What follows belongs to an exercise in optimizing a design on an open flow for small area, a short achievable clock period and few clock cycles; a production flow would make more cautious choices. Function was not checked in any run shown here: the RTL went through the layout flow alone. No activity file was given, so power comes from the tool's default toggle rates.

<file path="design/flow/constraint.sdc">
create_clock -name core_clock -period 5.0 [get_ports {clk}]
set_input_delay 1.0000 -clock core_clock [delete_from_list [all_inputs] [get_ports {clk}]]
set_output_delay 1.0000 -clock core_clock [all_outputs]
set_load 0.01 [all_outputs]
</file>
<file path="design/flow/config.mk">
export PLATFORM = sky130hd
export DESIGN_NAME = circular_list_engine
export DESIGN_NICKNAME = circular_list_engine
export VERILOG_FILES = /design/flow/design.v
export SDC_FILE = /design/flow/constraint.sdc
export NUM_CORES = 4
export LEC_CHECK = 0
export ABC_CLOCK_PERIOD_IN_PS = 2000
export CAP_MARGIN = 20
export CORE_MARGIN = 2
export CORE_UTILIZATION = 50
export SETUP_SLACK_MARGIN = 2.9
export SLEW_MARGIN = 20
</file>
<file path="design/flow/design.v">
module circular_list_engine #(
  parameter int CAPACITY = 32
) (
  input  logic                clk,
  input  logic                rst_n,
  input  logic                in_tvalid,
  output logic                in_tready,
  input  logic [31:0]         in_tdata,    
  input  logic [1:0]          in_tuser,    
  output logic                out_tvalid,
  input  logic                out_tready,
  output logic [31:0]         out_tdata,   
  output logic [1:0]          out_tuser,   
  output logic                out_tlast
);
  localparam int N     = 32;
  localparam int CNT_W = 6;
  localparam logic [1:0] CMD_INSERT  = 2'd0;
  localparam logic [1:0] CMD_DELETE  = 2'd1;
  localparam logic [1:0] CMD_DISPLAY = 2'd2;
  localparam logic [1:0] CMD_NONE    = 2'd3;
  localparam logic [1:0] ST_OK       = 2'd0;
  localparam logic [1:0] ST_FULL     = 2'd1;
  localparam logic [1:0] ST_EMPTY    = 2'd2;
  localparam logic [1:0] ST_NOTFOUND = 2'd3;
  logic [31:0]      mem [N];
  logic [N-1:0]     live;
  logic [CNT_W-1:0] alloc;      
  logic [CNT_W-1:0] cnt;        
  logic             rv;
  logic [1:0]       rcmd;
  logic             rfull;
  logic [N-1:0]     rmatch;     
  logic [CNT_W-1:0] rleft;      
  logic             rlast;      
  logic             ov, sv;
  logic [31:0]      od, sd;
  logic [1:0]       os, ss;
  logic             ol, sl;
  function automatic logic [N-1:0] prefix_or(input logic [N-1:0] x);
    prefix_or = x;
    for (int s = 1; s < N; s = s * 2) prefix_or = prefix_or | (prefix_or << s);
  endfunction
  logic         full, is_del, is_dsp;
  logic [N-1:0] hits, pre, first;
  logic         found;
  logic [31:0]  rd;
  logic         s2_fire, s2_done;
  logic [31:0]  nd;
  logic [1:0]   ns;
  logic         nl;
  assign full   = alloc[CNT_W-1];
  assign is_del = (rcmd == CMD_DELETE);
  assign is_dsp = (rcmd == CMD_DISPLAY);
  assign hits  = rmatch & live;
  assign pre   = prefix_or(hits);
  assign first = pre & ~(pre << 1);
  assign found = pre[N-1];
  always_comb begin
    rd = '0;
    for (int i = 0; i < N; i++) rd = rd | ({32{first[i]}} & mem[i]);
  end
  assign s2_fire = rv && !sv;
  assign s2_done = s2_fire && rlast;
  always_comb begin
    nd = '0;
    nl = 1'b1;
    unique case (rcmd)
      CMD_INSERT: ns = rfull ? ST_FULL : ST_OK;
      CMD_DELETE: ns = found ? ST_OK : ((cnt == '0) ? ST_EMPTY : ST_NOTFOUND);
      default: begin
        if (rleft == '0) begin
          ns = ST_EMPTY;
        end else begin
          ns = ST_OK;
          nd = rd;
          nl = rlast;
        end
      end
    endcase
  end
  logic         acc, ins_ok, dec;
  logic [N-1:0] cmp;
  logic [CNT_W-1:0] cnt_nxt;
  assign in_tready = !rv || s2_done;
  assign acc       = in_tvalid && in_tready;
  assign ins_ok    = acc && (in_tuser == CMD_INSERT) && !full;
  assign dec       = s2_fire && is_del && found;
  assign cnt_nxt   = cnt + CNT_W'(ins_ok) - CNT_W'(dec);
  always_comb begin
    for (int i = 0; i < N; i++) cmp[i] = (mem[i] == in_tdata);
  end
  always_ff @(posedge clk) begin
    for (int i = 0; i < N; i++)
      if (!full && alloc[4:0] == 5'(i)) mem[i] <= in_tdata;
  end
  logic [N-1:0] live_set, live_clr;
  always_comb begin
    live_set = '0;
    if (ins_ok) live_set[alloc[4:0]] = 1'b1;
  end
  assign live_clr = dec ? first : '0;
  always_ff @(posedge clk) begin
    if (!rst_n) begin
      live  <= '0;
      alloc <= '0;
      cnt   <= '0;
      rv    <= 1'b0;
      ov    <= 1'b0;
      sv    <= 1'b0;
    end else begin
      live <= (live & ~live_clr) | live_set;
      if (ins_ok) alloc <= alloc + CNT_W'(1);
      cnt <= cnt_nxt;
      if (in_tready) rv <= in_tvalid && (in_tuser != CMD_NONE);
      if (!ov || out_tready) begin
        ov <= sv || s2_fire;
        sv <= 1'b0;
      end else if (s2_fire) begin
        sv <= 1'b1;
      end
    end
  end
  always_ff @(posedge clk) begin
    if (in_tready) begin
      rcmd   <= in_tuser;
      rfull  <= full;
      rmatch <= (in_tuser == CMD_DISPLAY) ? '1 : cmp;
      rleft  <= cnt_nxt;
      rlast  <= (in_tuser != CMD_DISPLAY) || (cnt_nxt <= CNT_W'(1));
    end else if (s2_fire && is_dsp) begin
      rmatch <= rmatch & ~first;
      rleft  <= rleft - CNT_W'(1);
      rlast  <= (rleft == CNT_W'(2));
    end
    if (!ov || out_tready) begin
      if (sv) begin
        od <= sd;
        os <= ss;
        ol <= sl;
      end else if (s2_fire) begin
        od <= nd;
        os <= ns;
        ol <= nl;
      end
    end else if (s2_fire) begin
      sd <= nd;
      ss <= ns;
      sl <= nl;
    end
  end
  assign out_tvalid = ov;
  assign out_tdata  = od;
  assign out_tuser  = os;
  assign out_tlast  = ol;
endmodule
</file>
<file path="design/flow/run.sh">
#!/bin/bash
# synth_recipe.tcl (not shown) runs the flow's synth.tcl, then flattens the netlist and writes it again
# the make line also repeats each setting of config.mk as NAME=value (left out here)
make -C /OpenROAD-flow-scripts/flow DESIGN_CONFIG=/design/flow/config.mk WORK_HOME=/design/flow/orfs CLKGATE_MAP_FILE= SYNTH_SCRIPT=/design/flow/synth_recipe.tcl finish
</file>
==> results of run 1 <==
synth_stat cells, types with 29 or more instances:
cell                       instances
sky130_fd_sc_hd__a21boi_0         36
sky130_fd_sc_hd__a21oi_1         115
sky130_fd_sc_hd__a221oi_1         48
sky130_fd_sc_hd__a222oi_1        107
sky130_fd_sc_hd__a22o_1           59
sky130_fd_sc_hd__a22oi_1         142
sky130_fd_sc_hd__and2_1           31
sky130_fd_sc_hd__and3_1           29
sky130_fd_sc_hd__buf_1           105
sky130_fd_sc_hd__clkbuf_1        148
sky130_fd_sc_hd__dfxtp_1          47
sky130_fd_sc_hd__edfxtp_1       1136
sky130_fd_sc_hd__nand2_1         259
sky130_fd_sc_hd__nand3_1          69
sky130_fd_sc_hd__nand4_1         290
sky130_fd_sc_hd__nor2_1           99
sky130_fd_sc_hd__nor4_1           77
sky130_fd_sc_hd__o21ai_0          80
sky130_fd_sc_hd__xnor2_1        1033
final cells by class:
cell class / instances / area, um2 / share of cell area [%]
tap: 1500 / 1880 / 2.62
sequential: 1183 / 35100 / 49.0
multi-input combinational: 2777 / 23300 / 32.5
inverter: 30 / 128 / 0.178
timing repair buffer: 627 / 6950 / 9.71
clock buffer: 180 / 3740 / 5.22
antenna: 4 / 10.0 / 0.0140
clock inverter: 64 / 518 / 0.724
registers in the layout (all words and copies together) (netlist names):
| register | flops |
|---|---|
| alloc | 6 |
| cnt | 6 |
| live | 32 |
| mem | 1024 |
| od | 32 |
| ol | 1 |
| os | 2 |
| ov | 1 |
| rcmd | 2 |
| rfull | 1 |
| rlast | 1 |
| rleft | 6 |
| rmatch | 32 |
| rv | 1 |
| sd | 32 |
| sl | 1 |
| ss | 2 |
| sv | 1 |
cell families after synthesis:
kind of cell               after synthesis  share of synthesized area (%)
AOI/OAI and AO/OA                      724                           9.69
xor gates and xnor gates              1038                           16.2
adders and majority gates               21                          0.480
buffers and inverters                  306                           2.10
DFF                                   1183                           62.3
muxes                                   14                          0.280
and+or+nand+nor                        951                           9.02
timing repair:
item                        CTS  global route
pin swaps                   204           140
hold buffers                  0             0
hold endpoints to repair      0             0
resized for setup           721           207
buffers inserted            261            71
cloned                       44             4
setup endpoints to repair  1247           688
layer usage:
layer | part of all wire [%] | wire length, um
met4 | 7.7 | 19700
met5 | 0.014 | 37
met2 | 41 | 105000
met1 | 36 | 91200
met3 | 16 | 40200
final timing paths:
path                        from                  to  slack [ns]  depth (start not counted)
max          rmatch[1]$_DFFE_PP_    od[29]$_DFFE_PP_        1.16                         12
max reg2reg  rmatch[1]$_DFFE_PP_    od[29]$_DFFE_PP_        1.16                         12
min reg2reg   live[6]$_SDFF_PN0_  live[6]$_SDFF_PN0_        0.48                          2
min           live[6]$_SDFF_PN0_  live[6]$_SDFF_PN0_        0.48                          2
per-stage QoR:
step | hold WS [ns] | cells | setup WS [ns]
detailed placement | 0.479 | 5732 | 0.766
global placement | 0.475 | 5732 | 0.745
CTS | 0.474 | 6281 | 1.22
finish | 0.477 | 6365 | 1.16
global route | 0.508 | 6361 | 1.05
floorplan | 0.457 | 4237 | 1.03
report_power, final:
part | switching (W) | internal [W] | total, W
Combinational | 0.00145 | 0.000838 | 0.00229
Sequential | 0.000168 | 0.0111 | 0.0112
Clock | 0.00421 | 0.00561 | 0.00982
Total | 0.00583 | 0.0175 | 0.0234
worst max-delay path, delay by kind of cell, from the launching register on:
| kind | cells | cell delay (ns) |
|---|---|---|
| compound gates | 3 | 1.53 |
| buf+inv | 5 | 0.61 |
| flops | 1 | 0.43 |
| simple gates | 4 | 1.02 |
==> impl.org, run 1 <==
** Outcome
- The run finished with no timing, DRC or antenna violations.

** Yosys
- Area of the mapped netlist :: 56300 um2
- Post-Synthesis Net Count :: 4296
- Area contributors post-synth :: sky130_fd_sc_hd__edfxtp_1 (61%), sky130_fd_sc_hd__xnor2_1 (16%), sky130_fd_sc_hd__nand4_1 (3.2%)
- Post-synthesis sequential area ratio :: 62.3%
- Area fraction of the dominant cell type after synthesis :: 60.6%
- Post-synth cell types :: 73
- Async set or reset register ratio after synthesis :: 0%
- Primary flip-flop cell chosen by synthesis mapping :: sky130_fd_sc_hd__edfxtp_1
- Gate Count Post-Synth :: 4237
- Cell accounting for the most synthesized area :: sky130_fd_sc_hd__edfxtp_1
- Avg Cell Area, Syn :: 13.3 um2
- Count of yosys warnings during synthesis :: 2
- The synthesized design contains 1183 register bits.
- In this run, synthesis inferred 1136 flip-flops with an integrated enable.

** Worst setup path
- Worst stage delay on the critical path :: 0.79 ns
- Data arrives at the worst endpoint at 4.36 ns.
- Data on the critical path is required at its endpoint by 5.52 ns.
- The critical path goes through buf_6 > buf_6 > buf_6 > nand2_4 > buf_6 > nor2_4 > buf_4 > a222oi_1 > nand4_1 > a211oi_4 > nand3_2 > a22o_1.
- STA classifies the critical path endpoint as a flop.
- Among all stages on the critical path, the largest delay is contributed by sky130_fd_sc_hd__a222oi_1.
- Worst setup SP type :: flop
- Counting stages on the worst path, the most repeated cell is sky130_fd_sc_hd__buf_6.
- Worst-path maximum fanout :: 4
- Path type of the worst setup path :: flop to flop

** Layout
- Final core utilization :: 63.9%
- After routing the design area is 71600 um2.
- Area added between synthesis and finish :: 27.1%
- The post-route netlist has 26.4% of its cells at a drive strength greater than 1.
- Leaving out fill and tap cells, the most frequent cell in the layout is sky130_fd_sc_hd__edfxtp_1.
- After filler insertion, the fill cell instance count of the layout stands at 8516.
- Leaving out fill and tap cells, the most frequent cells in the layout are sky130_fd_sc_hd__edfxtp_1 (1136), sky130_fd_sc_hd__xnor2_1 (969), sky130_fd_sc_hd__buf_4 (343), sky130_fd_sc_hd__nand4_1 (290), sky130_fd_sc_hd__nand2_1 (222).
- Number of nets in the layout :: 4814

** Power
- Overall Power :: 0.0234 W
- Dividing total power by cell area gives a power density of 326 nW/um2.
- Static power due to leakage :: 23.0 nW
- Max IR drop VDD :: 0.361 mV

** Timing
- Count of pins over their slew limit :: 0
- Total negative slack :: 0 ns
- Count of final setup violators :: 0
- Crit share post-route :: 76.8%
- For this run, the top clock speed supported by timing is 260 MHz.
- The routed design could run at a clock period as short as 3.84 ns.
- Tightest Pin Transition :: 1.44 ns
- Worst Skew :: 0.0292 ns
- Setup repair after global routing could not meet its margin everywhere.
- Measured against its own limit, the worst slew margin works out to 4.19%.
- The final hold violation count was 0.

** Die
- Row generation in the floorplan step produced 123 rows.
- The floorplan step set the die height to 340 um.
- The die covers 115000 um2.
- 75 I/O pins were placed.
- Die width :: 340 um
- Core box area :: 112000 um2
- For this configuration, the core starts out at a cell density of 50.2%.

** Place
- Once detailed placement completed, the half-perimeter wirelength came to 170 mm.
- Placement Cell Area :: 60500 um2
- Buffers placed on the I/O ports in this run total 74.
- At the end of routability-driven placement, the weighted congestion stood at 1.05.

** GRT
- Global routing consumed, over all layers together, 43.5% of the routing resources.
- Number of antenna violations at the first check in global routing :: 9
- met2 is the most crowded layer.
- Summed over all layers, the global routing overflow is 0.
- The first global-routing pass estimated 344 mm of wire.
- Pin count of the biggest net entering global routing :: 48
- Global-route track usage on met3 :: 14.6%
- Global routing used 61.2% of the available met2 tracks.
- Vias in the first global route :: 41.3k
- Global routing met1 resource utilization :: 58.6%

** Route
- Using the TritonRoute via totals, the vias-per-cell ratio works out to 6.98.
- The final layout contains routed wiring with a total length of 257 mm.
- First-pass iteration count of the detailed router :: 10
- Once detail routing completed, the nets flagged for antenna violations numbered 0.
- Summing over every cut layer, the via total after detailed routing is 44.4k.
- Drt drc :: 0
- The first routing iteration left 8815 violations.
- After detailed routing, the average wire length per cell comes to 40.3 um.

** Clock tree
- The root buffer cell chosen for the clock tree is sky130_fd_sc_hd__clkbuf_16.
- Number of buffers inserted during clock tree synthesis :: 136
- Clock Path Buffers :: 3
- Worst skew pair latency :: 0.77 ns
- CTS H-Tree Depth :: 4
- Reg clk slew, reported paths :: 0.06 ns
- CTS tree :: done
- Clock sinks :: 1183

** Job
- Max-Cap Viols :: 0

** Hold path
- In this run the worst hold path is classified as flop to flop.
==> inputs of run 2 (changes only) <==
--- a/design/flow/config.mk
+++ b/design/flow/config.mk
@@ -6,8 +6,8 @@
 export NUM_CORES = 4
 export LEC_CHECK = 0
-export ABC_CLOCK_PERIOD_IN_PS = 2000
+export ABC_CLOCK_PERIOD_IN_PS = 2500
 export CAP_MARGIN = 20
 export CORE_MARGIN = 2
 export CORE_UTILIZATION = 50
-export SETUP_SLACK_MARGIN = 2.9
+export SETUP_SLACK_MARGIN = 2.5
 export SLEW_MARGIN = 20
==> run 2 against run 1 <==
Die area unchanged. Register-to-register slack lost 0.15 ns. Via count grew 0.28%. Final cell count shrank 0.83%. Setup slack got worse by 0.15 ns. Still clean on timing, DRC and antenna. First-iteration DRC count fell by 2.9%. Critical endpoint is now rleft[5]$_DFFE_PP_. Clock power down 0.9%. Fmax is 3.7% lower.
==> impl.org, run 2 <==
** Yosys
- Among all cell types in the netlist, the one instantiated most often is sky130_fd_sc_hd__edfxtp_1.
- Post-Synthesis Net Count :: 4296
- After synthesis, the share of flip-flops with an asynchronous set or reset is 0%.
- The largest total area in the synthesized netlist belongs to sky130_fd_sc_hd__edfxtp_1.
- Top cells by instance count after synthesis :: sky130_fd_sc_hd__edfxtp_1 (1136), sky130_fd_sc_hd__xnor2_1 (1033), sky130_fd_sc_hd__nand4_1 (290)
- Counting flops with a built-in enable in the synthesized netlist gives 1136.
- Simple logic cell fraction of the synthesized area :: 9.02%
- Summing the areas of all xor and xnor instances in the mapped netlist gives 16.2% of the synthesized area.
- Number of storage elements in the synthesis netlist :: 1183
- Area contributors post-synth :: sky130_fd_sc_hd__edfxtp_1 (61%), sky130_fd_sc_hd__xnor2_1 (16%), sky130_fd_sc_hd__nand4_1 (3.2%)
- By area, the combinational part of the netlist is dominated by XOR/XNOR gates.
- Sequential elements use 62.3% of the synthesized area.
- The number of different library cells used by synthesis comes to 73.
- Multiplexer share of the synthesized area :: 0.280%
- Summing the areas of all compound-gate instances in the mapped netlist gives 9.69% of the synthesized area.
- The synthesized netlist devotes 0.480% of its cell area to adder and majority cells.
- Count of yosys warnings during synthesis :: 2
- Primary flip-flop cell chosen by synthesis mapping :: sky130_fd_sc_hd__edfxtp_1
- Dividing the synthesized area by the synthesized cell count gives 13.3 um2.
- The cell area that synthesis handed to floorplanning was 56300 um2.
- Gate Count Post-Synth :: 4237
- Summed over its instances, the top area cell type makes up 60.6% of the synthesized netlist area.

** Layout
- At the end of the flow, the number of nets in the layout was 4751.
- The register with the most flip-flops in the layout has 1024 of them.
- In the final layout, the share of cells above drive strength 1 is 23.0%.
- The filler cells instantiated in the layout total 8753.
- Final core utilization :: 62.4%
- The library cell used most frequently in the layout, excluding fill and tap cells, is sky130_fd_sc_hd__edfxtp_1.
- Compared with the post-synthesis result, the final layout area differs by 24.2%.
- In the layout the commonest cells are sky130_fd_sc_hd__edfxtp_1 (1136), sky130_fd_sc_hd__xnor2_1 (1032), sky130_fd_sc_hd__buf_4 (330), sky130_fd_sc_hd__nand4_1 (290), sky130_fd_sc_hd__nand2_1 (226).
- Post-layout instance count excluding filler cells :: 6312
- More flip-flops sit in one register than any other, and that register is mem.

** Power
- The worst-case IR drop observed on VDD is 0.344 mV.
- In this run the static leakage power is 22.0 nW.
- Power density over cell area :: 330 nW/um2
- Overall Power :: 0.0231 W

** Die
- Core box area :: 112000 um2
- In this run the count of I/O pins placed on the die edge is 75.
- The floorplan has 123 rows.
- Die width :: 340 um
- Floorplan die height :: 340 um
- For this configuration, the core starts out at a cell density of 50.2%.
- Die area :: 115000 um2

** Route
- Vias after detailed routing :: 44.5k
- After detailed routing, the total wire length is 256 mm.
- Dividing the detail-routed wire length by the instance count gives 40.5 um.
- In the routed design, unresolved DRC markers number 0.
- Initial drt markers :: 8556
- The pre-antenna-repair detailed-routing pass consisted of 10 iterations.
- The detail route stage leaves a number of antenna-violating nets equal to 0.
- Average vias per placed instance :: 7.06

** Worst setup path
- Data arrives at the worst endpoint at 4.48 ns.
- The worst register-to-register path begins at rmatch[19]$_DFFE_PP_.
- The critical path goes through a222oi_1 > nand3_2 > buf_6 > or4_4 > nor3_4 > or2_4 > inv_4 > ha_4 > inv_2 > ha_4 > buf_4 > a21o_1 > a21oi_2 > o21bai_1 > a21oi_1 > xnor2_1 > a21oi_1.
- R2R cell count :: 17
- The worst setup path is captured at a flop.
- Required @ worst endpoint :: 5.49 ns
- Worst-path maximum fanout :: 3
- End of the worst register-to-register path :: rleft[5]$_DFFE_PP_
- For this run, the slowest stage of the critical path takes 0.55 ns.
- Critical path's top delay family :: compound AO/OA/AOI/OAI gates
- On the critical path, the stage with the largest delay is an instance of sky130_fd_sc_hd__a222oi_1.
- Counting both buffers and inverters, the worst setup path holds a total of 4.
- The worst setup path is launched from a flop.
- The critical path runs through a total of 17 cells.
- Across all register-to-register paths, the minimum setup slack is 1.01 ns.
- Path type of the worst setup path :: flop to flop

** Clock tree
- Number of buffers inserted during clock tree synthesis :: 133
- The later pin in the worst-skew pair is clocked with a latency of 0.78 ns.
- The clock tree synthesis step divided the H-tree into 4 levels.
- The root buffer cell chosen for the clock tree is sky130_fd_sc_hd__clkbuf_16.
- In this run, post-CTS hold repair placed 0 buffers.
- After clock tree synthesis, the clock-pin slew on the worst setup and hold paths is 0.06 ns.
- CTS tree :: done
- Clock sinks :: 1183
- The longest clock path from root to sink contains 3 buffers.

** Job
- The tool flagged a number of max-cap violations equal to 0.

** Place
- Input and output buffers added on the ports amount to 74.
- Final estimated routing congestion in global placement :: 1.04
- Sum of net half-perimeters after detailed placement :: 171 mm
- After detailed placement, the design holds a cell count of 5748.

** Timing
- After layout, the minimum clock period comes to 3.99 ns.
- Upper clock frequency limit :: 251 MHz
- Total negative slack :: 0 ns
- Count of final setup violators :: 0
- Worst rel slew slack :: 15.8%
- The final hold violation count came to 0.
- Setup repair after global routing could not meet its margin everywhere.
- Dividing the final minimum period by the clock period gives 79.8%.
- Count of pins over their slew limit :: 0
- For the pin with the worst max-slew slack, the measured transition is 1.26 ns.
- The clock arrives with 0.0366 ns of skew.

** Outcome
- The flow ran to the end and the layout has no timing, DRC or antenna violations.

** GRT
- The total overflow left after global routing is 0.
- The initial antenna violation count is 9.
- Total global-route track usage :: 43.3%
- Vias in the first global route :: 40.7k
- Pin count of the biggest net entering global routing :: 48
- Global-route wire length before repair :: 342 mm

** Hold path
- Min-Delay Path Class :: flop to flop
- Hold Crit Endpoint :: live[28]$_SDFF_PN0_
- The worst hold path passes through 2 cells.
- Start point of the worst min-delay path :: live[28]$_SDFF_PN0_
## run 2: cell counts after synthesis
No cell type changed its count.
## run 2: where the power goes
group / total [W] / internal, W / switching, W
clock: 0.00973 / 0.00553 / 0.00419
sequential: 0.0112 / 0.0111 / 0.000151
combinational: 0.00213 / 0.000742 / 0.00138
total: 0.0231 / 0.0174 / 0.00573
## run 2: worst max path at each step
stage	startpoint	end	slack (ns)
after floorplan	rmatch[1]$_DFFE_PP_	rlast$_DFFE_PP_	1.03
after global placement	rmatch[6]$_DFFE_PP_	rlast$_DFFE_PP_	0.32
after detailed placement	rmatch[0]$_DFFE_PP_	od[2]$_DFFE_PP_	0.36
after CTS	rmatch[19]$_DFFE_PP_	od[6]$_DFFE_PP_	1.14
after global routing	rmatch[19]$_DFFE_PP_	rlast$_DFFE_PP_	0.99
final	rmatch[19]$_DFFE_PP_	rleft[5]$_DFFE_PP_	1.01
## run 2: kinds of logic (layout without fill, tap and decap cells)
kind of cell               after synthesis  in the layout
AOI/OAI and AO/OA                      724            724
xor gates and xnor gates              1038           1038
adders and majority gates               21             21
buffers and inverters                  306            839
DFF                                   1183           1183
muxes                                   14             14
other                                    0             11
and+or+nand+nor                        951            982
## run 2: worst reg2reg max path, stage by stage (launching register included)
cell and delay (ns):
sky130_fd_sc_hd__edfxtp_1 0.43, sky130_fd_sc_hd__a222oi_1 0.55, sky130_fd_sc_hd__nand3_2 0.19, sky130_fd_sc_hd__buf_6 0.17
sky130_fd_sc_hd__or4_4 0.53, sky130_fd_sc_hd__nor3_4 0.14, sky130_fd_sc_hd__or2_4 0.15, sky130_fd_sc_hd__inv_4 0.04
sky130_fd_sc_hd__ha_4 0.25, sky130_fd_sc_hd__inv_2 0.04, sky130_fd_sc_hd__ha_4 0.15, sky130_fd_sc_hd__buf_4 0.12
sky130_fd_sc_hd__a21o_1 0.15, sky130_fd_sc_hd__a21oi_2 0.16, sky130_fd_sc_hd__o21bai_1 0.09, sky130_fd_sc_hd__a21oi_1 0.20
sky130_fd_sc_hd__xnor2_1 0.20, sky130_fd_sc_hd__a21oi_1 0.12
## run 2: layout make-up
cell class | instances | area, um2 | area share [%]
Sequential cell | 1183 | 35100 | 50.2
Multi-Input combinational cell | 2779 | 22500 | 32.2
Timing Repair Buffer | 565 | 6090 | 8.71
Clock buffer | 182 | 3720 | 5.32
Tap cell | 1500 | 1880 | 2.68
Clock inverter | 62 | 499 | 0.714
Inverter | 30 | 123 | 0.175
Antenna cell | 11 | 27.5 | 0.0394
## run 2: what timing repair did
item                       4_1_cts  5_1_grt
gates cloned                    43        3
setup endpoints to repair     1089      541
setup buffers                  175       85
hold endpoints to repair         0        0
resized for setup              396      303
pin swaps                      150      174
## run 2: per-layer routing
metal / wire (um) / global-route usage [%] / vias up
met5: 44 / 0 / -
met4: 19000 / 23.9 / 6
met3: 39900 / 14.3 / 817
met2: 104000 / 60.3 / 4187
met1: 93200 / 59.6 / 22300
li1: - / - / 17300
## run 2: through the flow
stage          area (um2)  hold slack [ns]  worst slack, ns
6_report            69900            0.462             1.01
2_1_floorplan       56600            0.457             1.03
5_1_grt             69900            0.482            0.988
4_1_cts             68000            0.481             1.14
3_3_place_gp        60100            0.473            0.316
3_5_place_dp        60100            0.478            0.355

==> what the ideal ports hide <==
No port has a modelled driver above. Below, the same layouts with a new extraction and two added sets of constraints. Step 1, drivers: a clkbuf_16 drives clk and a buf_2 each remaining input, both assumed. Step 2 adds t to the input delays and takes it off the output delays; t is the mean of the earliest and latest rising clock arrival at the registers after step 1. Input paths then give back, and output paths get back, about the clock's delay inside the block. Three values: ideal, step 1, step 2; two values: the first two.
| run | t, ns | setup WS [ns] | latest minus earliest clock arrival (ns) | cell pins on the clock port's net |
|---|---|---|---|---|
| run 1 | 0.833 | 1.158 / 1.158 / 1.158 | 0.033 / 0.033 | 1 |
| run 2 | 0.839 | 1.012 / 1.012 / 0.854 | 0.037 / 0.037 | 1 |
After both steps setup and hold are still met in every run listed. The setup slack of run 2, which loses most, moves by 0.000 ns with the drivers and by -0.158 ns with both steps.
